Background: an optimization exercise with open tools, aiming at a short achievable clock period and few clock cycles per item. Do not read the settings as production practice.
Only simulation tests tie the RTL to the original design; equivalence was not proved.
Power and IR drop assume default switching activity.

<file path="config.mk">
export PLATFORM = sky130hd
export DESIGN_NAME = exec_unit
export DESIGN_NICKNAME = exec_unit
export VERILOG_FILES = /design/flow/design.v
export SDC_FILE = /design/flow/constraint.sdc
export NUM_CORES = 4
export LEC_CHECK = 0
export ABC_CLOCK_PERIOD_IN_PS = 2000
export CAP_MARGIN = 20
export CORE_MARGIN = 2
export CORE_UTILIZATION = 50
export CTS_CLUSTER_DIAMETER = 80
export CTS_CLUSTER_SIZE = 25
export SETUP_SLACK_MARGIN = 2.7
export SLEW_MARGIN = 20
export SYNTH_HIERARCHICAL = 1
export SYNTH_MINIMUM_KEEP_SIZE = 0
export TNS_END_PERCENT = 100
</file>
<file path="constraint.sdc">
create_clock -name core_clock -period 5.0 [get_ports {clk_i}]
set_input_delay 1.0000 -clock core_clock [delete_from_list [all_inputs] [get_ports {clk_i}]]
set_output_delay 1.0000 -clock core_clock [all_outputs]
set_load 0.01 [all_outputs]
</file>
<file path="design.v">
`default_nettype none
package exec_pkg;
  typedef logic [31:0] word_t;       
  typedef logic [5:0]  op_t;         
  typedef logic [4:0]  reg_addr_t;   
  typedef logic [19:0] boffset_t;    
  typedef logic [3:0]  sel_t;        
  localparam op_t OP_LUI   = 6'd0;
  localparam op_t OP_AUIPC = 6'd1;
  localparam op_t OP_JAL   = 6'd2;
  localparam op_t OP_JALR  = 6'd3;
  localparam op_t OP_ADD   = 6'd4;
  localparam op_t OP_SUB   = 6'd5;
  localparam op_t OP_XOR   = 6'd6;
  localparam op_t OP_OR    = 6'd7;
  localparam op_t OP_AND   = 6'd8;
  localparam op_t OP_SLT   = 6'd9;
  localparam op_t OP_SLTU  = 6'd10;
  localparam op_t OP_SLL   = 6'd11;
  localparam op_t OP_SRL   = 6'd12;
  localparam op_t OP_SRA   = 6'd13;
  localparam op_t OP_LB    = 6'd14;
  localparam op_t OP_LH    = 6'd15;
  localparam op_t OP_LW    = 6'd16;
  localparam op_t OP_LBU   = 6'd17;
  localparam op_t OP_LHU   = 6'd18;
  localparam op_t OP_SB    = 6'd19;
  localparam op_t OP_SH    = 6'd20;
  localparam op_t OP_SW    = 6'd21;
  localparam op_t OP_BEQ   = 6'd22;
  localparam op_t OP_BNE   = 6'd23;
  localparam op_t OP_BLT   = 6'd24;
  localparam op_t OP_BGE   = 6'd25;
  localparam op_t OP_BLTU  = 6'd26;
  localparam op_t OP_BGEU  = 6'd27;
  typedef struct packed {
    word_t     pc;
    op_t       op;
    word_t     param1;   
    word_t     param2;   
    word_t     param3;   
    reg_addr_t rd;
  } exec_req_t;
  typedef struct packed {
    logic      result_write;   
    reg_addr_t result_addr;
    word_t     result;
    logic      branch;         
    boffset_t  boffset;        
  } exec_resp_t;
  typedef struct packed {
    word_t adr;
    word_t dat;
    logic  we;
    sel_t  sel;
    logic  stb;
    logic  cyc;
  } wb_req_t;
endpackage
`default_nettype wire
`timescale 1ns/1ps
`default_nettype none
module ks_ng (
  input  logic [31:0] x, y,
  input  logic        cin,
  output logic [31:0] ng
);
  always_comb begin
    ng    = ~(x & y);
    ng[0] = !((x[0] & y[0]) | ((x[0] | y[0]) & cin));
  end
endmodule
module ks_np (
  input  logic [31:0] x, y,
  output logic [31:0] np
);
  assign np = ~(x ^ y);
endmodule
module ks_lvl_n #(parameter int D = 1) (
  input  logic [31:0] g, p,
  output logic [31:0] ng, np
);
  always_comb begin
    for (int i = 0; i < 32; i++) begin
      if (i >= D) begin
        ng[i] = !(g[i] | (p[i] & g[i-D]));
        np[i] = !(p[i] & p[i-D]);
      end else begin
        ng[i] = !g[i];
        np[i] = !p[i];
      end
    end
  end
endmodule
module ks_lvl_p #(parameter int D = 1) (
  input  logic [31:0] ng, np,
  output logic [31:0] g, p
);
  always_comb begin
    for (int i = 0; i < 32; i++) begin
      if (i >= D) begin
        g[i] = !(ng[i] & (np[i] | ng[i-D]));
        p[i] = !(np[i] | np[i-D]);
      end else begin
        g[i] = !ng[i];
        p[i] = !np[i];
      end
    end
  end
endmodule
module ks_sum (
  input  logic [31:0] np0, g,
  input  logic        cin,
  output logic [32:0] s
);
  assign s = {g[31], ~(np0 ^ {g[30:0], cin})};
endmodule
module add32 (
  input  logic [31:0] x, y,
  input  logic        cin,
  output logic [32:0] s
);
  logic [31:0] ng0, np0, g1, p1, ng2, np2, g3, p3, ng4, np4, g5, p5;
  ks_ng          u0 (.x(x), .y(y), .cin(cin), .ng(ng0));
  ks_np          u0p (.x(x), .y(y), .np(np0));
  ks_lvl_p #(1)  u1 (.ng(ng0), .np(np0), .g(g1),   .p(p1));
  ks_lvl_n #(2)  u2 (.g(g1),   .p(p1),   .ng(ng2), .np(np2));
  ks_lvl_p #(4)  u3 (.ng(ng2), .np(np2), .g(g3),   .p(p3));
  ks_lvl_n #(8)  u4 (.g(g3),   .p(p3),   .ng(ng4), .np(np4));
  ks_lvl_p #(16) u5 (.ng(ng4), .np(np4), .g(g5),   .p(p5));
  ks_sum         u6 (.np0(np0), .g(g5), .cin(cin), .s(s));
endmodule
module exec_unit (
  input  logic        clk_i,
  input  logic        rst_i,
  input  logic        req_valid_i,
  output logic        req_ready_o,
  input  logic [31:0] req_pc_i,
  input  logic [5:0]  req_op_i,
  input  logic [31:0] req_param1_i,
  input  logic [31:0] req_param2_i,
  input  logic [31:0] req_param3_i,
  input  logic [4:0]  req_rd_i,
  output logic        resp_valid_o,
  input  logic        resp_ready_i,
  output logic        resp_write_o,
  output logic [4:0]  resp_addr_o,
  output logic [31:0] resp_result_o,
  output logic        resp_branch_o,
  output logic [19:0] resp_boffset_o,
  output logic [31:0] wb_adr_o,
  output logic [31:0] wb_dat_o,
  output logic        wb_we_o,
  output logic [3:0]  wb_sel_o,
  output logic        wb_stb_o,
  output logic        wb_cyc_o,
  input  logic [31:0] wb_dat_i,
  input  logic        wb_ack_i
);
  localparam int D  = 12;   
  localparam int DW = 4;
  localparam int B  = 6;    
  localparam int BW = 3;
  logic [31:0] a, b, c, pc;
  logic [5:0]  op;
  assign a  = req_param1_i;
  assign b  = req_param2_i;
  assign c  = req_param3_i;
  assign pc = req_pc_i;
  assign op = req_op_i;
  logic rdy_q, nrdy_q, acc;
  assign req_ready_o = rdy_q;
  assign acc         = req_valid_i & !nrdy_q;
  logic        d_lui, d_auipc, d_jal, d_add, d_sub, d_xor, d_or, d_and;
  logic        d_slt, d_sltu, d_sll, d_srl, d_sra, d_load, d_store, d_mem, d_br;
  logic        d_beq, d_bne, d_blt, d_bge, d_bltu, d_bgeu, d_inv;
  logic [1:0]  d_size;     
  logic        d_sgn;
  always_comb begin
    d_lui   = (op == 6'd0);
    d_auipc = (op == 6'd1);
    d_jal   = (op == 6'd2) || (op == 6'd3);
    d_add   = (op == 6'd4);
    d_sub   = (op == 6'd5);
    d_xor   = (op == 6'd6);
    d_or    = (op == 6'd7);
    d_and   = (op == 6'd8);
    d_slt   = (op == 6'd9);
    d_sltu  = (op == 6'd10);
    d_sll   = (op == 6'd11);
    d_srl   = (op == 6'd12);
    d_sra   = (op == 6'd13);
    d_load  = (op >= 6'd14) && (op <= 6'd18);
    d_store = (op >= 6'd19) && (op <= 6'd21);
    d_mem   = d_load || d_store;
    d_br    = (op >= 6'd22) && (op <= 6'd27);
    d_beq   = (op == 6'd22);
    d_bne   = (op == 6'd23);
    d_blt   = (op == 6'd24);
    d_bge   = (op == 6'd25);
    d_bltu  = (op == 6'd26);
    d_bgeu  = (op == 6'd27);
    d_inv   = d_sub || d_slt || d_sltu || d_br;    
    case (op)
      6'd14, 6'd17, 6'd19: d_size = 2'd0;
      6'd15, 6'd18, 6'd20: d_size = 2'd1;
      default:             d_size = 2'd2;
    endcase
    d_sgn = (op == 6'd14) || (op == 6'd15);
  end
  logic          r_v;
  logic [DW-1:0] r_idx;
  logic [31:0]   r_x, r_y, r_c;
  logic          r_cin;
  logic [4:0]    r_rd;
  logic          r_xor, r_or, r_and, r_sll, r_srx, r_sra, r_use_sum, r_slt, r_sltu, r_jal, r_mem, r_store, r_wr;
  logic          r_beq, r_bne, r_blt, r_bge, r_bltu, r_bgeu, r_sgn;
  logic [1:0]    r_size;
  logic [DW-1:0] acc_ptr;
  always_ff @(posedge clk_i) begin
    r_idx     <= acc_ptr;
    r_x       <= (d_auipc || d_jal) ? pc : (d_lui ? 32'd0 : a);
    r_y       <= d_jal ? 32'd4 : (b ^ {32{d_inv}});
    r_cin     <= d_inv;
    r_xor     <= d_xor;
    r_or      <= d_or;
    r_and     <= d_and;
    r_sll     <= d_sll;
    r_srx     <= d_srl || d_sra;
    r_sra     <= d_sra;
    r_use_sum <= d_add || d_sub || d_auipc || d_jal || d_lui;
    r_slt     <= d_slt;
    r_sltu    <= d_sltu;
    r_jal     <= d_jal;
    r_mem     <= d_mem;
    r_store   <= d_store;
    r_wr      <= !(d_store || d_br);
    r_beq     <= d_beq;
    r_bne     <= d_bne;
    r_blt     <= d_blt;
    r_bge     <= d_bge;
    r_bltu    <= d_bltu;
    r_bgeu    <= d_bgeu;
    r_size    <= d_size;
    r_sgn     <= d_sgn;
    r_c       <= c;
    r_rd      <= req_rd_i;
  end
  logic [32:0] x_sum33;    
  add32 u_add (.x(r_x), .y(r_y), .cin(r_cin), .s(x_sum33));
  logic [1:0]  lo2;
  logic [3:0]  sel_d;
  logic [31:0] wdat_d;
  always_comb begin
    lo2 = r_x[1:0] + r_y[1:0];
    case (r_size)
      2'd0:    sel_d = 4'b0001 << lo2;
      2'd1:    sel_d = lo2[1] ? 4'b1100 : 4'b0011;
      default: sel_d = 4'b1111;
    endcase
    case (r_size)
      2'd0:    wdat_d = {4{r_c[7:0]}};
      2'd1:    wdat_d = {2{r_c[15:0]}};
      default: wdat_d = r_c;
    endcase
  end
  logic          a_v;
  logic [DW-1:0] a_idx;
  logic [32:0]   a_sum33;
  logic [31:0]   a_misc, a_wdat;
  logic          a_use_sum, a_slt, a_sltu, a_jal, a_mem, a_store, a_wr;
  logic          a_beq, a_bne, a_blt, a_bge, a_bltu, a_bgeu, a_sgn;
  logic          a_eq, a_a31, a_b31;
  logic [1:0]    a_size;
  logic [3:0]    a_sel;
  logic [19:0]   a_c20;
  logic [4:0]    a_rd;
  always_ff @(posedge clk_i) begin
    a_idx     <= r_idx;
    a_sum33   <= x_sum33;
    a_misc    <= ({32{r_xor}} & (r_x ^ r_y))
               | ({32{r_or}}  & (r_x | r_y))
               | ({32{r_and}} & (r_x & r_y))
               | ({32{r_sll}} & (r_x << r_y[4:0]))
               | ({32{r_srx}} & 32'($signed({r_sra & r_x[31], r_x}) >>> r_y[4:0]));
    a_eq      <= &(r_x ^ r_y);    
    a_a31     <= r_x[31];
    a_b31     <= !r_y[31];
    a_use_sum <= r_use_sum;
    a_slt     <= r_slt;
    a_sltu    <= r_sltu;
    a_jal     <= r_jal;
    a_mem     <= r_mem;
    a_store   <= r_store;
    a_wr      <= r_wr;
    a_beq     <= r_beq;
    a_bne     <= r_bne;
    a_blt     <= r_blt;
    a_bge     <= r_bge;
    a_bltu    <= r_bltu;
    a_bgeu    <= r_bgeu;
    a_size    <= r_size;
    a_sgn     <= r_sgn;
    a_sel     <= sel_d;
    a_wdat    <= wdat_d;
    a_c20     <= r_c[19:0];
    a_rd      <= r_rd;
  end
  logic lt_s, lt_u, taken;
  logic [31:0] a_out;
  always_comb begin
    lt_s  = (a_a31 != a_b31) ? a_a31 : a_sum33[31];
    lt_u  = !a_sum33[32];
    taken = a_jal
          | (a_beq  &  a_eq) | (a_bne  & !a_eq)
          | (a_blt  &  lt_s) | (a_bge  & !lt_s)
          | (a_bltu &  lt_u) | (a_bgeu & !lt_u);
    a_out = a_misc | ({32{a_use_sum}} & a_sum33[31:0]) | {31'b0, (a_slt & lt_s) | (a_sltu & lt_u)};
  end
  logic [D-1:0]  rob_done;   
  logic          rob_wr   [D];
  logic [4:0]    rob_rd   [D];
  logic [31:0]   rob_res  [D];
  logic          rob_br   [D];
  logic [19:0]   rob_bo   [D];
  logic [D-1:0]  head, head_m1;    
  logic [DW:0]   cnt;              
  logic          stb_q, nstb_q;    
  logic [31:0]   adr_q, dat_q;
  logic          we_q;
  logic [3:0]    sel_q;
  logic [DW-1:0] idx_q;
  logic [1:0]    size_q;
  logic          sgn_q;
  logic          done_bus;
  logic [31:0]   ld_d;
  assign done_bus = !nstb_q && wb_ack_i;
  logic rv_q, nrv_q, move, taken_resp;    
  assign move       = |(rob_done & head) && (nrv_q || resp_ready_i);
  assign taken_resp = !nrv_q && resp_ready_i;
  always_ff @(posedge clk_i) begin
    for (int i = 0; i < D; i++) begin
      if (a_v && a_idx == DW'(i)) begin
        rob_wr[i]  <= a_wr;
        rob_rd[i]  <= a_rd;
        rob_res[i] <= a_out;
        rob_br[i]  <= taken;
        rob_bo[i]  <= taken ? a_c20 : 20'd0;
      end else if (done_bus && !we_q && idx_q == DW'(i)) begin
        rob_res[i] <= ld_d;
      end
    end
  end
  always_ff @(posedge clk_i) begin
    if (rst_i) begin
      rob_done <= '0;
      head     <= D'(1);
      head_m1  <= D'(1) << (D - 1);
      acc_ptr  <= '0;
      a_v      <= 1'b0;
      r_v      <= 1'b0;
    end else begin
      for (int i = 0; i < D; i++) begin
        if (a_v && a_idx == DW'(i)) begin
          rob_done[i] <= !a_mem;
        end else if (done_bus && idx_q == DW'(i)) begin
          rob_done[i] <= 1'b1;
        end else if (move && head[i]) begin
          rob_done[i] <= 1'b0;
        end
      end
      r_v <= acc;
      a_v <= r_v;
      if (acc) acc_ptr <= (acc_ptr == DW'(D - 1)) ? '0 : acc_ptr + 1'b1;
      if (move) begin
        head    <= {head[D-2:0], head[D-1]};
        head_m1 <= head;
      end
    end
  end
  logic        o_wr, o_br;
  logic [4:0]  o_rd;
  logic [31:0] o_res;
  logic [19:0] o_bo;
  logic        sh_wr, sh_br, hd_wr, hd_br;
  logic [4:0]  sh_rd, hd_rd;
  logic [31:0] sh_res, hd_res;
  logic [19:0] sh_bo, hd_bo;
  always_comb begin
    sh_wr = 1'b0; sh_br = 1'b0; sh_rd = '0; sh_res = '0; sh_bo = '0;
    hd_wr = 1'b0; hd_br = 1'b0; hd_rd = '0; hd_res = '0; hd_bo = '0;
    for (int i = 0; i < D; i++) begin
      sh_wr  = sh_wr  | (head[i] & rob_wr[i]);
      sh_br  = sh_br  | (head[i] & rob_br[i]);
      sh_rd  = sh_rd  | ({5{head[i]}}  & rob_rd[i]);
      sh_res = sh_res | ({32{head[i]}} & rob_res[i]);
      sh_bo  = sh_bo  | ({20{head[i]}} & rob_bo[i]);
      hd_wr  = hd_wr  | (head_m1[i] & rob_wr[i]);
      hd_br  = hd_br  | (head_m1[i] & rob_br[i]);
      hd_rd  = hd_rd  | ({5{head_m1[i]}}  & rob_rd[i]);
      hd_res = hd_res | ({32{head_m1[i]}} & rob_res[i]);
      hd_bo  = hd_bo  | ({20{head_m1[i]}} & rob_bo[i]);
    end
  end
  always_ff @(posedge clk_i) begin
    if (rst_i) begin
      rv_q  <= 1'b0;
      nrv_q <= 1'b1;
    end else begin
      rv_q  <= move || (!nrv_q && !resp_ready_i);
      nrv_q <= !(move || (!nrv_q && !resp_ready_i));
    end
    o_wr  <= move ? sh_wr  : hd_wr;
    o_rd  <= move ? sh_rd  : hd_rd;
    o_res <= move ? sh_res : hd_res;
    o_br  <= move ? sh_br  : hd_br;
    o_bo  <= move ? sh_bo  : hd_bo;
  end
  assign resp_valid_o   = rv_q;
  assign resp_write_o   = o_wr;
  assign resp_addr_o    = o_rd;
  assign resp_result_o  = o_res;
  assign resp_branch_o  = o_br;
  assign resp_boffset_o = o_bo;
  logic [31:0]   bq_adr  [B];
  logic [31:0]   bq_dat  [B];
  logic          bq_we   [B];
  logic [3:0]    bq_sel  [B];
  logic [DW-1:0] bq_idx  [B];
  logic [1:0]    bq_size [B];
  logic          bq_sgn  [B];
  logic [BW-1:0] bq_cur, bq_cur1, bq_tail;    
  logic [BW:0]   bq_cnt;
  logic          new_mem, avail, last;
  assign new_mem = a_v && a_mem;
  assign last    = (bq_cnt == (BW+1)'(1));
  assign avail   = !nstb_q && !(done_bus && last);
  always_ff @(posedge clk_i) begin
    if (new_mem) begin
      bq_adr[bq_tail]  <= a_sum33[31:0];
      bq_dat[bq_tail]  <= a_wdat;
      bq_we[bq_tail]   <= a_store;
      bq_sel[bq_tail]  <= a_sel;
      bq_idx[bq_tail]  <= a_idx;
      bq_size[bq_tail] <= a_size;
      bq_sgn[bq_tail]  <= a_sgn;
    end
    if (done_bus && !last) begin
      adr_q  <= bq_adr[bq_cur1];
      dat_q  <= bq_dat[bq_cur1];
      we_q   <= bq_we[bq_cur1];
      sel_q  <= bq_sel[bq_cur1];
      idx_q  <= bq_idx[bq_cur1];
      size_q <= bq_size[bq_cur1];
      sgn_q  <= bq_sgn[bq_cur1];
    end else if (!nstb_q && !done_bus) begin
      adr_q  <= bq_adr[bq_cur];
      dat_q  <= bq_dat[bq_cur];
      we_q   <= bq_we[bq_cur];
      sel_q  <= bq_sel[bq_cur];
      idx_q  <= bq_idx[bq_cur];
      size_q <= bq_size[bq_cur];
      sgn_q  <= bq_sgn[bq_cur];
    end else begin
      adr_q  <= a_sum33[31:0];
      dat_q  <= a_wdat;
      we_q   <= a_store;
      sel_q  <= a_sel;
      idx_q  <= a_idx;
      size_q <= a_size;
      sgn_q  <= a_sgn;
    end
  end
  always_ff @(posedge clk_i) begin
    if (rst_i) begin
      stb_q   <= 1'b0;
      nstb_q  <= 1'b1;
      bq_cur  <= '0;
      bq_cur1 <= BW'(1);
      bq_tail <= '0;
      bq_cnt  <= '0;
    end else begin
      stb_q  <= avail || new_mem;
      nstb_q <= !(avail || new_mem);
      if (new_mem) bq_tail <= (bq_tail == BW'(B - 1)) ? '0 : bq_tail + 1'b1;
      if (done_bus) begin
        bq_cur  <= bq_cur1;
        bq_cur1 <= (bq_cur1 == BW'(B - 1)) ? '0 : bq_cur1 + 1'b1;
      end
      bq_cnt <= bq_cnt + (BW+1)'(new_mem) - (BW+1)'(done_bus);
    end
  end
  assign wb_adr_o = adr_q;
  assign wb_dat_o = dat_q;
  assign wb_we_o  = we_q;
  assign wb_sel_o = sel_q;
  assign wb_stb_o = stb_q;
  assign wb_cyc_o = stb_q;
  logic [7:0]  lane_b;
  logic [15:0] lane_h;
  always_comb begin
    case (adr_q[1:0])
      2'd0:    lane_b = wb_dat_i[7:0];
      2'd1:    lane_b = wb_dat_i[15:8];
      2'd2:    lane_b = wb_dat_i[23:16];
      default: lane_b = wb_dat_i[31:24];
    endcase
    lane_h = adr_q[1] ? wb_dat_i[31:16] : wb_dat_i[15:0];
    case (size_q)
      2'd0:    ld_d = {{24{sgn_q & lane_b[7]}}, lane_b};
      2'd1:    ld_d = {{16{sgn_q & lane_h[15]}}, lane_h};
      default: ld_d = wb_dat_i;
    endcase
  end
  logic [BW+1:0] bq_k;       
  logic          rob_lt0, rob_lt1, rob_lt2, bq_lt0, bq_lt1, bq_lt2;
  logic          am, rdy_d;
  assign bq_k    = (BW+2)'(bq_cnt) + (BW+2)'(new_mem) + (BW+2)'(r_v && r_mem);
  assign rob_lt0 = cnt < (DW+1)'(D - 1);    
  assign rob_lt1 = cnt < (DW+1)'(D);
  assign rob_lt2 = cnt < (DW+1)'(D + 1);
  assign bq_lt0  = bq_k < (BW+2)'(B - 1);
  assign bq_lt1  = bq_k < (BW+2)'(B);
  assign bq_lt2  = bq_k < (BW+2)'(B + 1);
  assign am      = acc && d_mem;
  always_comb begin
    case ({acc, taken_resp})
      2'b10:   rdy_d = rob_lt0;
      2'b01:   rdy_d = rob_lt2;
      default: rdy_d = rob_lt1;
    endcase
    case ({am, done_bus})
      2'b10:   rdy_d = rdy_d && bq_lt0;
      2'b01:   rdy_d = rdy_d && bq_lt2;
      default: rdy_d = rdy_d && bq_lt1;
    endcase
  end
  always_ff @(posedge clk_i) begin
    if (rst_i) begin
      cnt    <= '0;
      rdy_q  <= 1'b1;
      nrdy_q <= 1'b0;
    end else begin
      cnt    <= cnt + (DW+1)'(acc) - (DW+1)'(taken_resp);
      rdy_q  <= rdy_d;
      nrdy_q <= !rdy_d;
    end
  end
endmodule
`default_nettype wire
</file>
<file path="flow/run.sh">
#!/bin/bash
# The standard layout, with two changes to how it is made:
# - the port buffers are buf_4 cells (the platform's default pick is a
#   delay cell, clkdlybuf4s50_1), still one buffer on every input and output;
# - the resizer may change a cell's footprint when it sizes it (the platform
#   otherwise limits sizing to cells of the same footprint).
set -euo pipefail
bash standard.sh "BUFFER_PORTS_ARGS=-buffer_cell sky130_fd_sc_hd__buf_4" MATCH_CELL_FOOTPRINT=0 finish > standard_flow.log 2>&1
</file>
<file path="standard.sh">
#!/bin/bash
# synth_recipe.tcl (not shown) runs the flow's synth.tcl, then flattens the netlist and writes it again
# the make line also repeats each setting of config.mk as NAME=value (left out here)
make -C /OpenROAD-flow-scripts/flow DESIGN_CONFIG=/design/flow/config.mk WORK_HOME=/design/flow/orfs CLKGATE_MAP_FILE= SYNTH_SCRIPT=/design/flow/synth_recipe.tcl "${@:-finish}"
</file>
==> results of run 1 <==
[layer usage]
layer | vias up | track usage [%] | share of wire [%] | wire (microns)
met3 | 535 | 4.70 | 8.8 | 22600
met4 | 4 | 12.6 | 4.3 | 11200
met2 | 3071 | 52.1 | 46 | 120000
met1 | 28111 | 45.7 | 40 | 104000
li1 | 24121 | - | - | -
met5 | - | 0 | 0.012 | 31
[power groups by stage]
stage                     clock network [mW]  registers (mW)  logic (mW)
after global routing                    9.49            16.2        3.89
after CTS                               9.02            16.1        3.45
after detailed placement                   0            16.4        3.21
after floorplan                            0            15.8        2.02
after global placement                     0            16.4        3.18
final                                   8.90            16.1        3.66
[registers in the layout, indices dropped and copies added, names as in the netlist, 32 cells and up, named ones only]
| register | count |
|---|---|
| rob_res | 384 |
| bq_dat | 192 |
| a_misc | 32 |
| a_sum33 | 33 |
| rob_rd | 60 |
| r_x | 32 |
| r_c | 32 |
| bq_adr | 192 |
| rob_bo | 240 |
| adr_q | 32 |
| dat_q | 32 |
| r_y | 32 |
| o_res | 32 |
[worst max path at each step]
stage                 from            end
5_1_grt          bq_cnt[2]      adr_q[28]
3_3_place_gp   req_op_i[1]         r_y[0]
3_5_place_dp      wb_ack_i  rob_res[4][3]
4_1_cts           adr_q[0]    wb_adr_o[0]
2_1_floorplan          a_v   bq_adr[0][0]
6_report          adr_q[1]    wb_adr_o[1]
[per-stage QoR]
stage / util [%] / setup slack (ns) / area (sq um)
floorplan: - / 1.62 / 76000
global placement: 53.3 / 1.62 / 80000
detailed placement: 53.3 / 1.81 / 80000
CTS: 56.5 / 2.52 / 84900
global route: 57.2 / 2.56 / 85900
finish: 57.2 / 2.64 / 85900
[cell type report]
type / instances / share of cell area (%)
inverters: 144 / 0.692
flip-flops and latches: 1628 / 51.8
repair buffers: 554 / 6.08
clock inverters: 52 / 0.784
diodes: 1 / 0.00291
well taps: 2016 / 2.94
clock buffers: 120 / 2.97
multi-input cells: 3815 / 34.8
[what timing repair did]
| action | 4_1_cts | 5_1_grt |
|---|---|---|
| hold buffers | 0 | 0 |
| setup endpoints to repair | 1631 | 740 |
| pin swaps | 16 | 26 |
| buffers inserted | 63 | 34 |
| gates resized for setup | 264 | 155 |
| cloned | 7 | 5 |
==> impl_metrics.yaml, run 1 <==
placement:
  dp_hpwl_mm: 154
  gp_congestion: 0.973
  placed_cells: 8048
  portBuffers: 307
synth:
  syn_area_sq_mm: 0.0758
  syn_inst: 6135
  ys_warn_count: 18
  avgSynthCellArea_sq_um: 12.4
  syn-num-nets: 6400
pwr:
  power_frac_clock_pct: 31.0
  combPwrFrac_pct: 12.8
  power_mw: 28.7
  sw_frac_of_total_pct: 27.9
  seq_power_share_pct: 56.2
  p_leak_nw: 30.2
  peakVddDrop_mv: 0.275
  p_switching_mw: 8.01
  power_density_mw_per_mm2: 334
  internal-power_mw: 20.7
global_routing:
  grt_start_max_net_pins: 122
  antenna_found_initial: 6
  grt_pass1_wl_mm: 372
  first_global_vias: 53449
  grt_use_total_pct: 32.8
  grt-ovfl-total: 0
cts:
  tritoncts: "yes"
  clkTransAtPathRegs_ns: 0.10
  cts-root-buf: "clkbuf_16"
  cts_buffers: 93
  cts.sinks: 1628
  htreeDepth: 3
  clock_latency_ns: 0.75
  cts_buffer_depth: 3
hold_path:
  hold_depth: 0
  min_path_type: "flop to flop"
  holdCritStartpoint: "r_use_sum"
  min_to: "a_use_sum"
sta:
  maxSlewViolCount: 0
  timing.final.crit_share_pct: 47.1
  max_freq_mhz: 425
  clock_skew_ns: 0.0377
  hold_violations: 0
  tns_ns: 0
  rsz0062_at_grt: "yes"
  maxSlewHeadroom_pct: 32.1
  setup_violations: 0
  min_period_ns: 2.36
  worst_slew_pin_slew_ns: 1.02
  hold_ws_ns: 0.332
finish:
  register_area_sq_mm: 0.0445
  most-common-layout-cells: "1,164 x edfxtp_1, 607 x nor2_1, 420 x a21oi_1, 417 x buf_4, 380 x a221oi_1"
  final_common_cell: "edfxtp_1"
  final.fill_count: 12237
  multiInputGateArea_sq_mm: 0.0299
  final_cells: 8330
  layout-drive-gt1-share_pct: 19.7
  final_nets: 6501
  area_growth_pct: 13.4
worst_setup_path:
  path_class: "flop to output pin"
  cp_data_required_time_ns: 4.00
  crit_chain: "buf_6"
  arrival_ns: 1.36
  r2r_start: "adr_q[1]"
  worst_path_largest_cell_delay_ns: 0.47
  crit_cells: 1
  crit_fanout: 5
  r2r_cells: 6
  crit_path_start_kind: "flop"
  setup.worst_path.end_class: "output pin"
  regToRegEndpoint: "rob_res[11][9]"
  crit_slowest_cell: "dfxtp_4"
  reg2reg_slack_ns: 2.65
  worst-path-buf-inv: 1
  cp_top_family: "flip-flops"
floorplanning:
  start_util_pct: 50.5
  rows: 142
  die_area_sq_mm: 0.155
  die_x_microns: 393
  core_area_sq_mm: 0.150
  fp.dieH_microns: 393
  pin_count: 308
routing:
  vias: 55842
  drt.antenna.violating_nets: 0
  first_iter_violations: 6328
  wl_mm: 258
  drc: 0
  viasPerCell: 6.70
  drt_pass1_iterations: 6
  wl_per_cell_microns: 31.0
outcome:
  status: "finished clean"
flow_run:
  max_cap_violations: 0
Testbench counts, summed over its fixed seeds: cycles 24,101, items 24,000.
==> inputs of run 2 (changes only) <==
--- a/design.v
+++ b/design.v
@@ -327,6 +327,7 @@
   logic [DW:0]   cnt;              
   logic          stb_q, nstb_q;    
   logic [31:0]   adr_q, dat_q;
+  logic [1:0]    nlo_q;    
   logic          we_q;
   logic [3:0]    sel_q;
   logic [DW-1:0] idx_q;
@@ -447,6 +448,7 @@
     end
     if (done_bus && !last) begin
       adr_q  <= bq_adr[bq_cur1];
+      nlo_q  <= ~bq_adr[bq_cur1][1:0];
       dat_q  <= bq_dat[bq_cur1];
       we_q   <= bq_we[bq_cur1];
       sel_q  <= bq_sel[bq_cur1];
@@ -455,6 +457,7 @@
       sgn_q  <= bq_sgn[bq_cur1];
     end else if (!nstb_q && !done_bus) begin
       adr_q  <= bq_adr[bq_cur];
+      nlo_q  <= ~bq_adr[bq_cur][1:0];
       dat_q  <= bq_dat[bq_cur];
       we_q   <= bq_we[bq_cur];
       sel_q  <= bq_sel[bq_cur];
@@ -463,6 +466,7 @@
       sgn_q  <= bq_sgn[bq_cur];
     end else begin
       adr_q  <= a_sum33[31:0];
+      nlo_q  <= ~a_sum33[1:0];
       dat_q  <= a_wdat;
       we_q   <= a_store;
       sel_q  <= a_sel;
@@ -499,13 +503,13 @@
   logic [7:0]  lane_b;
   logic [15:0] lane_h;
   always_comb begin
-    case (adr_q[1:0])
+    case (~nlo_q)
       2'd0:    lane_b = wb_dat_i[7:0];
       2'd1:    lane_b = wb_dat_i[15:8];
       2'd2:    lane_b = wb_dat_i[23:16];
       default: lane_b = wb_dat_i[31:24];
     endcase
-    lane_h = adr_q[1] ? wb_dat_i[31:16] : wb_dat_i[15:0];
+    lane_h = !nlo_q[1] ? wb_dat_i[31:16] : wb_dat_i[15:0];
     case (size_q)
       2'd0:    ld_d = {{24{sgn_q & lane_b[7]}}, lane_b};
       2'd1:    ld_d = {{16{sgn_q & lane_h[15]}}, lane_h};
--- a/config.mk
+++ b/config.mk
@@ -8,7 +8,7 @@
 export ABC_CLOCK_PERIOD_IN_PS = 2000
 export CAP_MARGIN = 20
 export CORE_MARGIN = 2
-export CORE_UTILIZATION = 50
+export CORE_UTILIZATION = 60
 export CTS_CLUSTER_DIAMETER = 80
 export CTS_CLUSTER_SIZE = 25
 export SETUP_SLACK_MARGIN = 2.7
==> impl_metrics.yaml, run 2 <==
outcome:
  status: "finished clean"
pwr:
  p_leak_nw: 29.5
  internal-power_mw: 20.1
  peakVddDrop_mv: 0.327
  power_density_mw_per_mm2: 327
  sw_frac_of_total_pct: 27.2
  p_switching_mw: 7.51
  combPwrFrac_pct: 12.6
  seq_power_share_pct: 58.2
  power_frac_clock_pct: 29.1
floorplanning:
  die_x_microns: 360
  fp.dieH_microns: 360
  pin_count: 308
  start_util_pct: 60.4
  rows: 130
  die_area_sq_mm: 0.129
  core_area_sq_mm: 0.126
routing:
  wl_per_cell_microns: 31.0
  dr.max_layer_used: "met5"
  first_iter_violations: 8152
  drt_pass1_iterations: 7
  wl_met1_mm: 96.2
  drt.antenna.violating_nets: 0
  vias: 57145
  wl_mm: 251
  drc: 0
  met2_length_mm: 115
  viasPerCell: 7.05
  met3_length_mm: 28.2
cts:
  clock_latency_ns: 0.74
  tritoncts: "yes"
  clkTransAtPathRegs_ns: 0.09
  cts_buffer_depth: 3
  cts_hold_buf: 0
  cts.sinks: 1630
  cts-root-buf: "clkbuf_16"
  htreeDepth: 3
  cts_buffers: 83
worst_setup_path:
  crit_path_start_kind: "flop"
  cp_data_required_time_ns: 5.63
  arrival_ns: 2.97
  setup.worst_path.end_class: "flop"
  worst_path_largest_cell_delay_ns: 0.80
  path_class: "flop to flop"
  crit_chain: "clkinvlp_4, o21ai_0, a21oi_1, o211ai_1"
  crit_slowest_cell: "dfxtp_1"
  crit_fanout: 12
sta:
  maxSlewViolCount: 0
  max_freq_mhz: 426
  timing.final.crit_share_pct: 46.9
  rsz0062_at_grt: "yes"
  setup_violations: 0
  min_period_ns: 2.35
  maxSlewHeadroom_pct: 23.3
  hold_violations: 0
  worst_slew_pin_slew_ns: 1.15
  clock_skew_ns: 0.0343
  tns_ns: 0
flow_run:
  max_cap_violations: 0
finish:
  final_nets: 6651
  largest_reg_flops: 384
  fin_area_sq_mm: 0.0844
  largest-register: "rob_res"
  top_regs: "rob_res (384), rob_bo (240)"
  area_growth_pct: 11.3
  layout-drive-gt1-share_pct: 17.6
  final_common_cell: "edfxtp_1"
  most-common-layout-cells: "1,164 x edfxtp_1, 713 x nor2_1, 604 x a21oi_1, 420 x buf_4, 380 x nand2_1"
  final.fill_count: 9331
placement:
  dp_hpwl_mm: 146
  place_area_sq_mm: 0.0797
  portBuffers: 307
  gp_congestion: 0.990
global_routing:
  grt_start_max_net_pins: 95
  grt_use_total_pct: 37.5
  first_global_vias: 54681
  grt_pass1_wl_mm: 361
  grt-ovfl-total: 0
  antenna_found_initial: 9
synth:
  avgSynthCellArea_sq_um: 12.0
  syn_inst: 6320
  syn_area_sq_mm: 0.0759
  ys_warn_count: 18
  syn-num-nets: 6585
hold_path:
  min_path_type: "flop to flop"
run 2: what timing repair did:
action,CTS,global route
gates cloned,3,3
setup buffers,42,29
gates resized for setup,228,99
pin swaps,15,15
endpoints found under the setup margin,1549,791
run 2: power by group through the flow:
stage	sequential [mW]	combinational (mW)	clock, mW
4_1_cts	16.1	3.32	8.08
6_report	16.1	3.49	8.05
3_3_place_gp	16.3	3.15	0
3_5_place_dp	16.4	3.19	0
5_1_grt	16.1	3.75	8.54
2_1_floorplan	15.8	2.03	0
run 2: worst max-delay path, delay by kind of cell, from the launching register on:
| family | cells | cell delay (ns) |
|---|---|---|
| AO/OA/AOI/OAI | 3 | 0.91 |
| flip-flops | 1 | 0.80 |
| buffers and inverters | 1 | 0.53 |
run 2: path summary, 6_finish.rpt:
check,start,to,slack (ns),depth (start not counted)
worst max register to register,r_or,a_misc[17],2.65,4
worst max-delay path,r_or,a_misc[17],2.65,4
worst min-delay path,r_blt,a_blt,0.33,0
worst min register to register,r_blt,a_blt,0.33,0
run 2: through the flow:
step / utilization (%) / total power [mW] / cells / setup slack [ns] / hold slack, ns
6_report: 67.2 / 27.6 / 8111 / 2.65 / 0.334
5_1_grt: 67.2 / 28.4 / 8107 / 2.64 / 0.325
4_1_cts: 66.6 / 27.5 / 8074 / 2.58 / 0.315
3_5_place_dp: 63.5 / 19.5 / 7873 / 1.43 / 0.312
3_3_place_gp: 63.5 / 19.5 / 7872 / 1.49 / 0.311
2_1_floorplan: - / 17.9 / 6320 / 1.64 / 0.310
run 2: routing by layer:
layer | vias up | GRT usage, %
met5 | - | 0
met4 | 12 | 14.2
met3 | 618 | 6.30
met2 | 3863 | 59.7
met1 | 28219 | 52.0
li1 | 24433 | -
run 2: cell type report:
| class | count | area, sq um | share of cell area [%] |
|---|---|---|---|
| Sequential cell | 1630 | 44500 | 52.7 |
| Antenna cell | 4 | 10.0 | 0.0119 |
| Clock inverter | 22 | 325 | 0.385 |
| Multi-Input combinational cell | 4002 | 29700 | 35.1 |
| Timing Repair Buffer | 522 | 4880 | 5.78 |
| Timing Repair inverter | 1 | 7.51 | 0.00889 |
| Tap cell | 1650 | 2060 | 2.44 |
| Clock buffer | 134 | 2380 | 2.82 |
| Inverter | 146 | 603 | 0.714 |
Testbench counts of run 2, summed over its fixed seeds: cycles 24,101, items 24,000.
==> inputs of run 3 (changes only) <==
--- a/design.v
+++ b/design.v
@@ -430,40 +430,69 @@
   logic [DW-1:0] bq_idx  [B];
   logic [1:0]    bq_size [B];
   logic          bq_sgn  [B];
-  logic [BW-1:0] bq_cur, bq_cur1, bq_tail;    
+  logic [B-1:0]  bq_cur, bq_cur1, bq_tail;    
   logic [BW:0]   bq_cnt;
-  logic          new_mem, avail, last;
-  assign new_mem = a_v && a_mem;
-  assign last    = (bq_cnt == (BW+1)'(1));
-  assign avail   = !nstb_q && !(done_bus && last);
+  logic          last_q;                      
+  logic          new_mem, avail;
+  logic [BW:0]   bq_cnt_d;
+  assign new_mem  = a_v && a_mem;
+  assign avail    = !nstb_q && !(done_bus && last_q);
+  assign bq_cnt_d = bq_cnt + (BW+1)'(new_mem) - (BW+1)'(done_bus);
+  logic [31:0]   c0_adr, c0_dat, c1_adr, c1_dat;
+  logic          c0_we, c1_we, c0_sgn, c1_sgn;
+  logic [3:0]    c0_sel, c1_sel;
+  logic [DW-1:0] c0_idx, c1_idx;
+  logic [1:0]    c0_size, c1_size;
+  always_comb begin
+    c0_adr = '0; c0_dat = '0; c0_we = 1'b0; c0_sgn = 1'b0; c0_sel = '0; c0_idx = '0; c0_size = '0;
+    c1_adr = '0; c1_dat = '0; c1_we = 1'b0; c1_sgn = 1'b0; c1_sel = '0; c1_idx = '0; c1_size = '0;
+    for (int i = 0; i < B; i++) begin
+      c0_adr  = c0_adr  | ({32{bq_cur[i]}} & bq_adr[i]);
+      c0_dat  = c0_dat  | ({32{bq_cur[i]}} & bq_dat[i]);
+      c0_we   = c0_we   | (bq_cur[i] & bq_we[i]);
+      c0_sgn  = c0_sgn  | (bq_cur[i] & bq_sgn[i]);
+      c0_sel  = c0_sel  | ({4{bq_cur[i]}} & bq_sel[i]);
+      c0_idx  = c0_idx  | ({DW{bq_cur[i]}} & bq_idx[i]);
+      c0_size = c0_size | ({2{bq_cur[i]}} & bq_size[i]);
+      c1_adr  = c1_adr  | ({32{bq_cur1[i]}} & bq_adr[i]);
+      c1_dat  = c1_dat  | ({32{bq_cur1[i]}} & bq_dat[i]);
+      c1_we   = c1_we   | (bq_cur1[i] & bq_we[i]);
+      c1_sgn  = c1_sgn  | (bq_cur1[i] & bq_sgn[i]);
+      c1_sel  = c1_sel  | ({4{bq_cur1[i]}} & bq_sel[i]);
+      c1_idx  = c1_idx  | ({DW{bq_cur1[i]}} & bq_idx[i]);
+      c1_size = c1_size | ({2{bq_cur1[i]}} & bq_size[i]);
+    end
+  end
   always_ff @(posedge clk_i) begin
-    if (new_mem) begin
-      bq_adr[bq_tail]  <= a_sum33[31:0];
-      bq_dat[bq_tail]  <= a_wdat;
-      bq_we[bq_tail]   <= a_store;
-      bq_sel[bq_tail]  <= a_sel;
-      bq_idx[bq_tail]  <= a_idx;
-      bq_size[bq_tail] <= a_size;
-      bq_sgn[bq_tail]  <= a_sgn;
+    for (int i = 0; i < B; i++) begin
+      if (new_mem && bq_tail[i]) begin
+        bq_adr[i]  <= a_sum33[31:0];
+        bq_dat[i]  <= a_wdat;
+        bq_we[i]   <= a_store;
+        bq_sel[i]  <= a_sel;
+        bq_idx[i]  <= a_idx;
+        bq_size[i] <= a_size;
+        bq_sgn[i]  <= a_sgn;
+      end
     end
-    if (done_bus && !last) begin
-      adr_q  <= bq_adr[bq_cur1];
-      nlo_q  <= ~bq_adr[bq_cur1][1:0];
-      dat_q  <= bq_dat[bq_cur1];
-      we_q   <= bq_we[bq_cur1];
-      sel_q  <= bq_sel[bq_cur1];
-      idx_q  <= bq_idx[bq_cur1];
-      size_q <= bq_size[bq_cur1];
-      sgn_q  <= bq_sgn[bq_cur1];
+    if (done_bus && !last_q) begin
+      adr_q  <= c1_adr;
+      nlo_q  <= ~c1_adr[1:0];
+      dat_q  <= c1_dat;
+      we_q   <= c1_we;
+      sel_q  <= c1_sel;
+      idx_q  <= c1_idx;
+      size_q <= c1_size;
+      sgn_q  <= c1_sgn;
     end else if (!nstb_q && !done_bus) begin
-      adr_q  <= bq_adr[bq_cur];
-      nlo_q  <= ~bq_adr[bq_cur][1:0];
-      dat_q  <= bq_dat[bq_cur];
-      we_q   <= bq_we[bq_cur];
-      sel_q  <= bq_sel[bq_cur];
-      idx_q  <= bq_idx[bq_cur];
-      size_q <= bq_size[bq_cur];
-      sgn_q  <= bq_sgn[bq_cur];
+      adr_q  <= c0_adr;
+      nlo_q  <= ~c0_adr[1:0];
+      dat_q  <= c0_dat;
+      we_q   <= c0_we;
+      sel_q  <= c0_sel;
+      idx_q  <= c0_idx;
+      size_q <= c0_size;
+      sgn_q  <= c0_sgn;
     end else begin
       adr_q  <= a_sum33[31:0];
       nlo_q  <= ~a_sum33[1:0];
@@ -479,19 +508,21 @@
     if (rst_i) begin
       stb_q   <= 1'b0;
       nstb_q  <= 1'b1;
-      bq_cur  <= '0;
-      bq_cur1 <= BW'(1);
-      bq_tail <= '0;
+      bq_cur  <= B'(1);
+      bq_cur1 <= B'(2);
+      bq_tail <= B'(1);
       bq_cnt  <= '0;
+      last_q  <= 1'b0;
     end else begin
       stb_q  <= avail || new_mem;
       nstb_q <= !(avail || new_mem);
-      if (new_mem) bq_tail <= (bq_tail == BW'(B - 1)) ? '0 : bq_tail + 1'b1;
+      if (new_mem) bq_tail <= {bq_tail[B-2:0], bq_tail[B-1]};
       if (done_bus) begin
         bq_cur  <= bq_cur1;
-        bq_cur1 <= (bq_cur1 == BW'(B - 1)) ? '0 : bq_cur1 + 1'b1;
+        bq_cur1 <= {bq_cur1[B-2:0], bq_cur1[B-1]};
       end
-      bq_cnt <= bq_cnt + (BW+1)'(new_mem) - (BW+1)'(done_bus);
+      bq_cnt <= bq_cnt_d;
+      last_q <= (bq_cnt_d == (BW+1)'(1));
     end
   end
   assign wb_adr_o = adr_q;
--- a/config.mk
+++ b/config.mk
@@ -8,7 +8,7 @@
 export ABC_CLOCK_PERIOD_IN_PS = 2000
 export CAP_MARGIN = 20
 export CORE_MARGIN = 2
-export CORE_UTILIZATION = 60
+export CORE_UTILIZATION = 55
 export CTS_CLUSTER_DIAMETER = 80
 export CTS_CLUSTER_SIZE = 25
 export SETUP_SLACK_MARGIN = 2.7
==> impl_metrics.yaml, run 3 <==
outcome:
  status: "finished clean"
finish:
  top_regs: "rob_res (384), rob_bo (240)"
  largest_reg_flops: 384
  fin_area_sq_mm: 0.0840
  final_nets: 6682
  largest-register: "rob_res"
  layout-drive-gt1-share_pct: 18.0
  final_common_cell: "edfxtp_1"
  most-common-layout-cells: "1,164 x edfxtp_1, 512 x buf_4, 486 x nor2_1, 461 x nand2_1, 441 x a221oi_1"
  area_growth_pct: 13.8
  final.fill_count: 10396
routing:
  drt_pass1_iterations: 9
  drt.antenna.violating_nets: 0
  first_iter_violations: 8478
  viasPerCell: 7.04
  vias: 58146
  dr.max_layer_used: "met5"
  met3_length_mm: 27.5
  drc: 0
  met2_length_mm: 116
  wl_per_cell_microns: 31.0
  wl_met1_mm: 101
  wl_mm: 256
cts:
  clock_latency_ns: 0.75
  htreeDepth: 3
  clkTransAtPathRegs_ns: 0.10
  cts.sinks: 1628
  cts_buffers: 86
  tritoncts: "yes"
  cts-root-buf: "clkbuf_16"
  cts_buffer_depth: 3
synth:
  syn_inst: 6273
  ys_warn_count: 25
  syn-num-nets: 6537
  avgSynthCellArea_sq_um: 11.8
  syn_area_sq_mm: 0.0739
worst_setup_path:
  crit_fanout: 8
  setup.worst_path.end_class: "flop"
  r2r_cells: 5
  r2r_start: "r_y[0]"
  arrival_ns: 2.96
  path_class: "flop to flop"
  regToRegEndpoint: "a_misc[12]"
  crit_path_start_kind: "flop"
  cp_data_required_time_ns: 5.59
  reg2reg_slack_ns: 2.63
sta:
  timing.final.ws_setup_ns: 2.63
  maxSlewViolCount: 0
  rsz0062_at_grt: "yes"
  clock_skew_ns: 0.0481
  min_period_ns: 2.37
  hold_violations: 0
  hold_ws_ns: 0.332
  maxSlewHeadroom_pct: 23.3
  tns_ns: 0
  worst_slew_pin_slew_ns: 1.15
  timing.final.crit_share_pct: 47.5
  setup_violations: 0
  max_freq_mhz: 421
pwr:
  power_density_mw_per_mm2: 334
  power_mw: 28.1
  p_leak_nw: 28.7
  peakVddDrop_mv: 0.286
flow_run:
  max_cap_violations: 0
global_routing:
  grt_pass1_wl_mm: 364
  antenna_found_initial: 10
  grt-ovfl-total: 0
  grt_start_max_net_pins: 102
  first_global_vias: 53766
  grt_use_total_pct: 35.9
hold_path:
  min_to: "a_slt"
  hold_depth: 0
  holdCritStartpoint: "r_slt"
  min_path_type: "flop to flop"
placement:
  portBuffers: 307
  gp_congestion: 0.994
  dp_slack_ns: 1.48
  place_area_sq_mm: 0.0781
  dp_hpwl_mm: 152
floorplanning:
  core_area_sq_mm: 0.133
  start_util_pct: 55.4
  fp.dieH_microns: 370
  die_area_sq_mm: 0.137
  die_x_microns: 370
  pin_count: 308
  rows: 134
## run 3: cell types whose count changed in the layout (fill, tap and decap cells not counted), sizes merged, moves of 11 or more
cell    delta
mux4     -132
nand3     +26
a21oi    -225
nand4     +74
a221oi    +77
mux2i    -143
o211ai    +68
buf       +99
a211oi    -78
nand2     +81
nor2     -226
o21ai     +41
mux2      -11
a22oi    +371
## run 3: how the worst max path moves through the flow
stage	start	end	slack [ns]	cells past startpoint
floorplan	wb_ack_i	rob_res[8][0]	2.40	5
global placement	a_idx[3]	rob_res[4][28]	1.59	6
detailed placement	a_idx[3]	rob_done[4]	1.48	6
CTS	a_v	rob_done[4]	2.59	7
global route	req_op_i[1]	r_y[19]	2.58	6
finish	r_y[0]	a_misc[12]	2.63	5
## run 3: layout make-up
cell class,count,area (sq um),area share (%)
Tap cell,1768,2210,2.63
Sequential cell,1628,44500,52.9
Inverter,145,656,0.780
Timing Repair Buffer,624,5860,6.97
Antenna cell,2,5.00,0.00596
Clock buffer,124,2360,2.81
Timing Repair inverter,1,7.51,0.00893
Clock inverter,37,443,0.527
Multi-Input combinational cell,3932,28000,33.3
## run 3: per-stage QoR
stage               std cells  util (%)
finish                   8261      63.0
global placement         7926      58.6
detailed placement       7928      58.6
CTS                      8184      62.1
global route             8259      63.0
floorplan                6273         -
## run 3: worst max-delay path: stages, from the launching register on
cell,delay (ns)
dfxtp_4,0.47
buf_4,0.25
mux4_2,0.57
a21oi_1,0.29
o221ai_1,0.25
a211o_1,0.39
## run 3: power breakdown
group / internal, mW / switching, mW
registers: 15.1 / 0.940
clock network: 3.49 / 4.69
logic: 1.65 / 2.19
total: 20.3 / 7.82
## run 3: routing by layer
| metal | track usage, % | up-vias |
|---|---|---|
| li1 | - | 24804 |
| met5 | 0 | - |
| met4 | 15.0 | 10 |
| met2 | 55.4 | 4010 |
| met3 | 5.54 | 666 |
| met1 | 50.9 | 28656 |
## run 3: what timing repair did
item	CTS	global route
gates cloned	12	3
pin swaps	29	19
buffers inserted	83	72
gates resized for setup	248	103
hold buffers	0	0
endpoints found under the setup margin	1640	691
Testbench counts of run 3, summed over its fixed seeds: cycles 24,101, items 24,000.
==> inputs of run 4 (changes only) <==
--- a/design.v
+++ b/design.v
@@ -211,6 +211,7 @@
   logic          r_v;
   logic [DW-1:0] r_idx;
   logic [31:0]   r_x, r_y, r_c;
+  logic [31:0]   r_nx, r_ny;    
   logic          r_cin;
   logic [4:0]    r_rd;
   logic          r_xor, r_or, r_and, r_sll, r_srx, r_sra, r_use_sum, r_slt, r_sltu, r_jal, r_mem, r_store, r_wr;
@@ -221,6 +222,8 @@
     r_idx     <= acc_ptr;
     r_x       <= (d_auipc || d_jal) ? pc : (d_lui ? 32'd0 : a);
     r_y       <= d_jal ? 32'd4 : (b ^ {32{d_inv}});
+    r_nx      <= ~((d_auipc || d_jal) ? pc : (d_lui ? 32'd0 : a));
+    r_ny      <= ~(d_jal ? 32'd4 : (b ^ {32{d_inv}}));
     r_cin     <= d_inv;
     r_xor     <= d_xor;
     r_or      <= d_or;
@@ -252,7 +255,7 @@
   logic [3:0]  sel_d;
   logic [31:0] wdat_d;
   always_comb begin
-    lo2 = r_x[1:0] + r_y[1:0];
+    lo2 = ~r_nx[1:0] + ~r_ny[1:0];
     case (r_size)
       2'd0:    sel_d = 4'b0001 << lo2;
       2'd1:    sel_d = lo2[1] ? 4'b1100 : 4'b0011;
@@ -278,14 +281,14 @@
   always_ff @(posedge clk_i) begin
     a_idx     <= r_idx;
     a_sum33   <= x_sum33;
-    a_misc    <= ({32{r_xor}} & (r_x ^ r_y))
-               | ({32{r_or}}  & (r_x | r_y))
-               | ({32{r_and}} & (r_x & r_y))
-               | ({32{r_sll}} & (r_x << r_y[4:0]))
-               | ({32{r_srx}} & 32'($signed({r_sra & r_x[31], r_x}) >>> r_y[4:0]));
-    a_eq      <= &(r_x ^ r_y);    
-    a_a31     <= r_x[31];
-    a_b31     <= !r_y[31];
+    a_misc    <= ({32{r_xor}} & (r_nx ^ r_ny))
+               | ({32{r_or}}  & ~(r_nx & r_ny))
+               | ({32{r_and}} & ~(r_nx | r_ny))
+               | ({32{r_sll}} & (~r_nx << ~r_ny[4:0]))
+               | ({32{r_srx}} & 32'($signed({r_sra & !r_nx[31], ~r_nx}) >>> ~r_ny[4:0]));
+    a_eq      <= &(r_nx ^ r_ny);    
+    a_a31     <= !r_nx[31];
+    a_b31     <= r_ny[31];
     a_use_sum <= r_use_sum;
     a_slt     <= r_slt;
     a_sltu    <= r_sltu;
@@ -558,6 +561,9 @@
   assign bq_lt1  = bq_k < (BW+2)'(B);
   assign bq_lt2  = bq_k < (BW+2)'(B + 1);
   assign am      = acc && d_mem;
+  logic [DW:0] cnt_p1, cnt_m1;
+  assign cnt_p1  = cnt + 1'b1;
+  assign cnt_m1  = cnt - 1'b1;
   always_comb begin
     case ({acc, taken_resp})
       2'b10:   rdy_d = rob_lt0;
@@ -576,7 +582,11 @@
       rdy_q  <= 1'b1;
       nrdy_q <= 1'b0;
     end else begin
-      cnt    <= cnt + (DW+1)'(acc) - (DW+1)'(taken_resp);
+      case ({acc, taken_resp})    
+        2'b10:   cnt <= cnt_p1;
+        2'b01:   cnt <= cnt_m1;
+        default: cnt <= cnt;
+      endcase
       rdy_q  <= rdy_d;
       nrdy_q <= !rdy_d;
     end
==> impl_metrics.yaml, run 4 <==
placement:
  gp_congestion: 0.998
  portBuffers: 307
  dp_hpwl_mm: 152
worst_setup_path:
  cp_top_family: "compound AO/OA/AOI/OAI gates"
  setup.worst_path.end_class: "flop"
  crit_chain: "buf_2, buf_4, and2_1, a22oi_1, o221ai_1, a21oi_1, o211ai_1"
  crit_fanout: 8
  crit_path_start_kind: "flop"
  r2r_start: "r_ny[2]"
  path_class: "flop to flop"
  cp_data_required_time_ns: 5.50
  worst_path_largest_cell_delay_ns: 0.43
  crit_start: "r_ny[2]"
  crit_slowest_cell: "a22oi_1"
  arrival_ns: 2.90
  worst-path-buf-inv: 2
pwr:
  combPwrFrac_pct: 13.0
  seq_power_share_pct: 57.6
  p_leak_nw: 29.0
  power_frac_clock_pct: 29.4
  p_switching_mw: 7.93
  power_mw: 28.9
  power_density_mw_per_mm2: 341
  internal-power_mw: 21.0
  sw_frac_of_total_pct: 27.4
  peakVddDrop_mv: 0.360
finish:
  layout-drive-gt1-share_pct: 16.5
  largest-register: "rob_res"
  most-common-layout-cells: "1,164 x edfxtp_1, 474 x nor2_1, 454 x buf_4, 448 x dfxtp_1, 442 x a221oi_1"
  largest_reg_flops: 384
  area_growth_pct: 12.5
  final_nets: 6702
  final_common_cell: "edfxtp_1"
  final.fill_count: 10690
  top_regs: "rob_res (384), rob_bo (240)"
cts:
  cts_buffers: 89
  cts-root-buf: "clkbuf_16"
  clkTransAtPathRegs_ns: 0.09
  clock_latency_ns: 0.76
  cts_buffer_depth: 3
  tritoncts: "yes"
  cts_hold_buf: 0
  cts.sinks: 1692
  htreeDepth: 3
routing:
  wl_mm: 259
  drt.antenna.violating_nets: 0
  vias: 58076
  first_iter_violations: 8580
  drc: 0
  drt_pass1_iterations: 6
  wl_per_cell_microns: 31.3
  viasPerCell: 7.00
sta:
  max_freq_mhz: 418
  worst_slew_pin_slew_ns: 1.13
  timing.final.crit_share_pct: 47.9
  rsz0062_at_grt: "yes"
  setup_violations: 0
  min_period_ns: 2.39
  maxSlewHeadroom_pct: 24.5
  maxSlewViolCount: 0
  hold_violations: 0
  tns_ns: 0
  clock_skew_ns: 0.0786
synth:
  ys_warn_count: 25
  syn_inst: 6352
  syn-num-nets: 6611
  avgSynthCellArea_sq_um: 11.9
  syn_area_sq_mm: 0.0754
floorplanning:
  rows: 135
  die_area_sq_mm: 0.140
  die_x_microns: 374
  core_area_sq_mm: 0.136
  fp.dieH_microns: 374
  pin_count: 308
  start_util_pct: 55.5
global_routing:
  grt_pass1_wl_mm: 369
  antenna_found_initial: 18
  grt-ovfl-total: 0
  first_global_vias: 54105
  grt_start_max_net_pins: 87
  grt_use_total_pct: 35.5
outcome:
  status: "finished clean"
flow_run:
  max_cap_violations: 0
hold_path:
  holdCritStartpoint: "r_rd[1]"
  min_path_type: "flop to flop"
## run 4: final timing paths
check / to / slack [ns] / cells past startpoint
max: a_misc[11] / 2.61 / 7
min: a_rd[1] / 0.33 / 0
max reg2reg: a_misc[11] / 2.61 / 7
min reg2reg: a_rd[1] / 0.33 / 0
## run 4: area by class of cell
class,instances,area [sq um],share of cell area [%]
Timing Repair Buffer,567,5420,6.39
Antenna cell,3,7.51,0.00885
Sequential cell,1692,45700,53.9
Clock inverter,38,497,0.586
Tap cell,1781,2230,2.63
Inverter,170,708,0.835
Clock buffer,125,2460,2.90
Multi-Input combinational cell,3923,27800,32.7
## run 4: stage by stage
| step | util (%) | hold WS [ns] | setup WS [ns] | cells | instance area (sq um) |
|---|---|---|---|---|---|
| 3_5_place_dp | 58.5 | 0.312 | 1.57 | 8013 | 79400 |
| 2_1_floorplan | - | 0.310 | 2.36 | 6352 | 76000 |
| 5_1_grt | 62.4 | 0.312 | 2.69 | 8296 | 84800 |
| 3_3_place_gp | 58.5 | 0.311 | 1.61 | 8012 | 79400 |
| 4_1_cts | 61.9 | 0.306 | 2.61 | 8260 | 84100 |
| 6_report | 62.4 | 0.331 | 2.61 | 8299 | 84800 |
## run 4: routing by layer
metal / global-route usage (%) / wire length, microns / vias up
li1: - / - / 24958
met1: 50.3 / 103000 / 28769
met2: 54.8 / 117000 / 3708
met3: 6.13 / 27100 / 625
met4: 13.7 / 11800 / 16
met5: 0 / 108 / -
## run 4: power groups by stage
| stage | sequential (mW) | combinational [mW] | clock [mW] |
|---|---|---|---|
| 2_1_floorplan | 16.4 | 2.16 | 0 |
| 3_3_place_gp | 17.0 | 3.33 | 0 |
| 3_5_place_dp | 17.0 | 3.35 | 0 |
| 4_1_cts | 16.7 | 3.59 | 8.59 |
| 5_1_grt | 16.7 | 3.99 | 9.08 |
| 6_report | 16.7 | 3.75 | 8.51 |
## run 4: timing repair
item	in CTS	in global routing
endpoints found under the setup margin	1477	567
pin swaps	19	15
gates cloned	12	3
resized for setup	187	77
setup buffers	72	32
## run 4: worst reg2reg max path, stage by stage, from the launching register on
cell	delay, ns
dfxtp_4	0.42
buf_2	0.20
buf_4	0.15
and2_1	0.21
a22oi_1	0.43
o221ai_1	0.18
a21oi_1	0.31
o211ai_1	0.28
Testbench counts of run 4, summed over its fixed seeds: cycles 24,101, items 24,000.
==> inputs of run 5 (changes only) <==
--- a/design.v
+++ b/design.v
@@ -214,7 +214,10 @@
   logic [31:0]   r_nx, r_ny;    
   logic          r_cin;
   logic [4:0]    r_rd;
-  logic          r_xor, r_or, r_and, r_sll, r_srx, r_sra, r_use_sum, r_slt, r_sltu, r_jal, r_mem, r_store, r_wr;
+  logic [3:0]    r_sl_lo, r_sr_lo;    
+  logic [7:0]    r_sh_hi;             
+  logic          r_fill;              
+  logic          r_xor, r_or, r_and, r_use_sum, r_slt, r_sltu, r_jal, r_mem, r_store, r_wr;
   logic          r_beq, r_bne, r_blt, r_bge, r_bltu, r_bgeu, r_sgn;
   logic [1:0]    r_size;
   logic [DW-1:0] acc_ptr;
@@ -222,15 +225,16 @@
     r_idx     <= acc_ptr;
     r_x       <= (d_auipc || d_jal) ? pc : (d_lui ? 32'd0 : a);
     r_y       <= d_jal ? 32'd4 : (b ^ {32{d_inv}});
-    r_nx      <= ~((d_auipc || d_jal) ? pc : (d_lui ? 32'd0 : a));
-    r_ny      <= ~(d_jal ? 32'd4 : (b ^ {32{d_inv}}));
+    r_nx      <= ~a;
+    r_ny      <= ~b;
     r_cin     <= d_inv;
     r_xor     <= d_xor;
     r_or      <= d_or;
     r_and     <= d_and;
-    r_sll     <= d_sll;
-    r_srx     <= d_srl || d_sra;
-    r_sra     <= d_sra;
+    r_sl_lo   <= d_sll ? (4'b0001 << b[1:0]) : 4'b0000;
+    r_sr_lo   <= (d_srl || d_sra) ? (4'b0001 << b[1:0]) : 4'b0000;
+    r_sh_hi   <= 8'b0000_0001 << b[4:2];
+    r_fill    <= d_sra && a[31];
     r_use_sum <= d_add || d_sub || d_auipc || d_jal || d_lui;
     r_slt     <= d_slt;
     r_sltu    <= d_sltu;
@@ -267,6 +271,28 @@
       default: wdat_d = r_c;
     endcase
   end
+  logic [31:0] sx, sl1, sr1, sl2, sr2;
+  always_comb begin
+    sx = ~r_nx;
+    for (int i = 0; i < 32; i++) begin
+      sl1[i] = 1'b0;
+      sr1[i] = 1'b0;
+      for (int k = 0; k < 4; k++) begin
+        if (i - k >= 0) sl1[i] = sl1[i] | (r_sl_lo[k] & sx[i-k]);
+        if (i + k < 32) sr1[i] = sr1[i] | (r_sr_lo[k] & sx[i+k]);
+        else            sr1[i] = sr1[i] | (r_sr_lo[k] & r_fill);
+      end
+    end
+    for (int i = 0; i < 32; i++) begin
+      sl2[i] = 1'b0;
+      sr2[i] = 1'b0;
+      for (int k = 0; k < 8; k++) begin
+        if (i - 4*k >= 0) sl2[i] = sl2[i] | (r_sh_hi[k] & sl1[i-4*k]);
+        if (i + 4*k < 32) sr2[i] = sr2[i] | (r_sh_hi[k] & sr1[i+4*k]);
+        else              sr2[i] = sr2[i] | (r_sh_hi[k] & r_fill);
+      end
+    end
+  end
   logic          a_v;
   logic [DW-1:0] a_idx;
   logic [32:0]   a_sum33;
@@ -284,11 +310,10 @@
     a_misc    <= ({32{r_xor}} & (r_nx ^ r_ny))
                | ({32{r_or}}  & ~(r_nx & r_ny))
                | ({32{r_and}} & ~(r_nx | r_ny))
-               | ({32{r_sll}} & (~r_nx << ~r_ny[4:0]))
-               | ({32{r_srx}} & 32'($signed({r_sra & !r_nx[31], ~r_nx}) >>> ~r_ny[4:0]));
-    a_eq      <= &(r_nx ^ r_ny);    
+               | sl2 | sr2;
+    a_eq      <= ~|(r_nx ^ r_ny);
     a_a31     <= !r_nx[31];
-    a_b31     <= r_ny[31];
+    a_b31     <= !r_ny[31];
     a_use_sum <= r_use_sum;
     a_slt     <= r_slt;
     a_sltu    <= r_sltu;
@@ -327,6 +352,8 @@
   logic          rob_br   [D];
   logic [19:0]   rob_bo   [D];
   logic [D-1:0]  head, head_m1;    
+  logic [D-1:0]  nhead;            
+  localparam logic [D-1:0] HEAD0 = 1;
   logic [DW:0]   cnt;              
   logic          stb_q, nstb_q;    
   logic [31:0]   adr_q, dat_q;
@@ -340,7 +367,7 @@
   logic [31:0]   ld_d;
   assign done_bus = !nstb_q && wb_ack_i;
   logic rv_q, nrv_q, move, taken_resp;    
-  assign move       = |(rob_done & head) && (nrv_q || resp_ready_i);
+  assign move       = |(rob_done & ~nhead) && (nrv_q || resp_ready_i);
   assign taken_resp = !nrv_q && resp_ready_i;
   always_ff @(posedge clk_i) begin
     for (int i = 0; i < D; i++) begin
@@ -359,6 +386,7 @@
     if (rst_i) begin
       rob_done <= '0;
       head     <= D'(1);
+      nhead    <= ~HEAD0;
       head_m1  <= D'(1) << (D - 1);
       acc_ptr  <= '0;
       a_v      <= 1'b0;
@@ -378,6 +406,7 @@
       if (acc) acc_ptr <= (acc_ptr == DW'(D - 1)) ? '0 : acc_ptr + 1'b1;
       if (move) begin
         head    <= {head[D-2:0], head[D-1]};
+        nhead   <= {nhead[D-2:0], nhead[D-1]};
         head_m1 <= head;
       end
     end
--- a/config.mk
+++ b/config.mk
@@ -8,7 +8,7 @@
 export ABC_CLOCK_PERIOD_IN_PS = 2000
 export CAP_MARGIN = 20
 export CORE_MARGIN = 2
-export CORE_UTILIZATION = 55
+export CORE_UTILIZATION = 60
 export CTS_CLUSTER_DIAMETER = 80
 export CTS_CLUSTER_SIZE = 25
 export SETUP_SLACK_MARGIN = 2.7
==> impl_metrics.yaml, run 5 <==
outcome:
  status: "finished clean"
sta:
  timing.final.ws_setup_ns: 2.69
  setup_violations: 0
  tns_ns: 0
  clock_skew_ns: 0.0336
  maxSlewHeadroom_pct: 26.1
  timing.final.crit_share_pct: 46.2
  hold_violations: 0
  max_freq_mhz: 433
  worst_slew_pin_slew_ns: 1.11
  maxSlewViolCount: 0
  rsz0062_at_grt: "yes"
  min_period_ns: 2.31
global_routing:
  antenna_found_initial: 16
  grt_pass1_wl_mm: 367
  first_global_vias: 55464
  grt-ovfl-total: 0
  grt_use_total_pct: 38.8
  grt_start_max_net_pins: 122
worst_setup_path:
  crit_fanout: 32
  regToRegEndpoint: "rob_res[2][20]"
  r2r_cells: 4
  crit_path_start_kind: "flop"
  cp_data_required_time_ns: 5.36
  arrival_ns: 2.67
  r2r_start: "a_v"
  path_class: "flop to flop"
  setup.worst_path.end_class: "flop"
  reg2reg_slack_ns: 2.69
routing:
  first_iter_violations: 9712
  vias: 58887
  viasPerCell: 7.29
  wl_per_cell_microns: 31.7
  drt_pass1_iterations: 7
  drc: 0
  drt.antenna.violating_nets: 0
  wl_mm: 256
pwr:
  peakVddDrop_mv: 0.394
  p_leak_nw: 28.4
  power_density_mw_per_mm2: 327
cts:
  cts-root-buf: "clkbuf_16"
  cts_buffers: 83
  cts.sinks: 1718
  clkTransAtPathRegs_ns: 0.09
  cts_buffer_depth: 3
  htreeDepth: 3
  tritoncts: "yes"
  clock_latency_ns: 0.75
finish:
  register_area_sq_mm: 0.0462
  multiInputGateArea_sq_mm: 0.0266
  largest_reg_flops: 384
  layout-drive-gt1-share_pct: 14.1
  top_regs: "rob_res (384), rob_bo (240)"
  final_common_cell: "edfxtp_1"
  final.fill_count: 9235
  largest-register: "rob_res"
  area_growth_pct: 11.2
  most-common-layout-cells: "1,164 x edfxtp_1, 616 x a22oi_1, 478 x nand2_1, 477 x dfxtp_1, 458 x buf_4"
  final_nets: 6622
synth:
  avgSynthCellArea_sq_um: 11.8
  syn-num-nets: 6574
  syn_inst: 6316
  syn_area_sq_mm: 0.0747
  ys_warn_count: 25
floorplanning:
  die_area_sq_mm: 0.127
  pin_count: 308
  core_area_sq_mm: 0.124
  rows: 129
  fp.dieH_microns: 357
  die_x_microns: 357
  start_util_pct: 60.4
hold_path:
  hold_depth: 0
  min_to: "a_idx[0]"
  holdCritStartpoint: "r_idx[0]"
  min_path_type: "flop to flop"
placement:
  dp_slack_ns: 1.63
  portBuffers: 307
  gp_congestion: 1.03
  dp_hpwl_mm: 151
flow_run:
  max_cap_violations: 0
==> run 5: repair_timing <==
item | 4_1_cts | 5_1_grt
hold buffers | 0 | 0
setup endpoints to repair | 1678 | 485
gates resized for setup | 106 | 78
cloned | 6 | 2
pin swaps | 29 | 8
setup buffers | 72 | 27
==> run 5: layer usage <==
layer	GRT usage (%)	vias up	share of wire, %
li1	-	24977	-
met1	53.0	28798	38
met2	59.1	4285	44
met3	8.50	815	12
met4	19.3	12	5.7
met5	0.778	-	0.085
==> run 5: how the worst max path moves through the flow <==
stage | from | to | slack (ns) | depth (start not counted)
global route | a_v | rdy_q | 2.63 | 9
floorplan | req_valid_i | cnt[4] | 2.23 | 10
finish | a_v | rob_res[2][20] | 2.69 | 4
global placement | req_op_i[3] | rdy_q | 1.65 | 10
detailed placement | req_op_i[3] | rdy_q | 1.63 | 10
CTS | r_nx[0] | a_eq | 2.68 | 5
==> run 5: power breakdown <==
| part | switching, mW | internal (mW) | total (mW) |
|---|---|---|---|
| registers | 0.875 | 15.8 | 16.7 |
| clock network | 4.66 | 3.29 | 7.95 |
| logic | 1.48 | 1.04 | 2.52 |
| total | 7.02 | 20.1 | 27.2 |
==> run 5: worst max-delay path: stages (launching register included) <==
cell     delay, ns
dfxtp_4       0.45
or3b_4        0.51
buf_12        0.17
o22ai_4       0.15
buf_4         0.61
==> run 5: final cells by class <==
type / instances / share of cell area [%]
sequential: 1718 / 55.6
clock inverter: 24 / 0.327
multi-input combinational: 3821 / 32.1
timing repair inverter: 1 / 0.00904
tap: 1637 / 2.47
clock buffer: 128 / 2.75
inverter: 207 / 0.956
antenna: 10 / 0.0301
timing repair buffer: 532 / 5.74
==> run 5: metrics by stage <==
| stage | hold WS, ns | power (mW) | instances | area [sq um] | util, % |
|---|---|---|---|---|---|
| detailed placement | 0.312 | 19.3 | 7808 | 78600 | 63.6 |
| floorplan | 0.310 | 17.9 | 6316 | 75300 | - |
| CTS | 0.333 | 27.0 | 8038 | 82400 | 66.6 |
| global route | 0.338 | 27.9 | 8073 | 83100 | 67.2 |
| global placement | 0.311 | 19.2 | 7806 | 78500 | 63.5 |
| finish | 0.327 | 27.2 | 8078 | 83100 | 67.2 |
Testbench counts of run 5, summed over its fixed seeds: cycles 24,101, items 24,000.

Setup slack of run 5, layout unchanged: 2.692 ns with ideal ports, 2.635 ns with driving cells assumed (clock clkbuf_16, inputs buf_2), 1.989 ns with port delays also shifted by the 0.810 ns mid clock arrival.
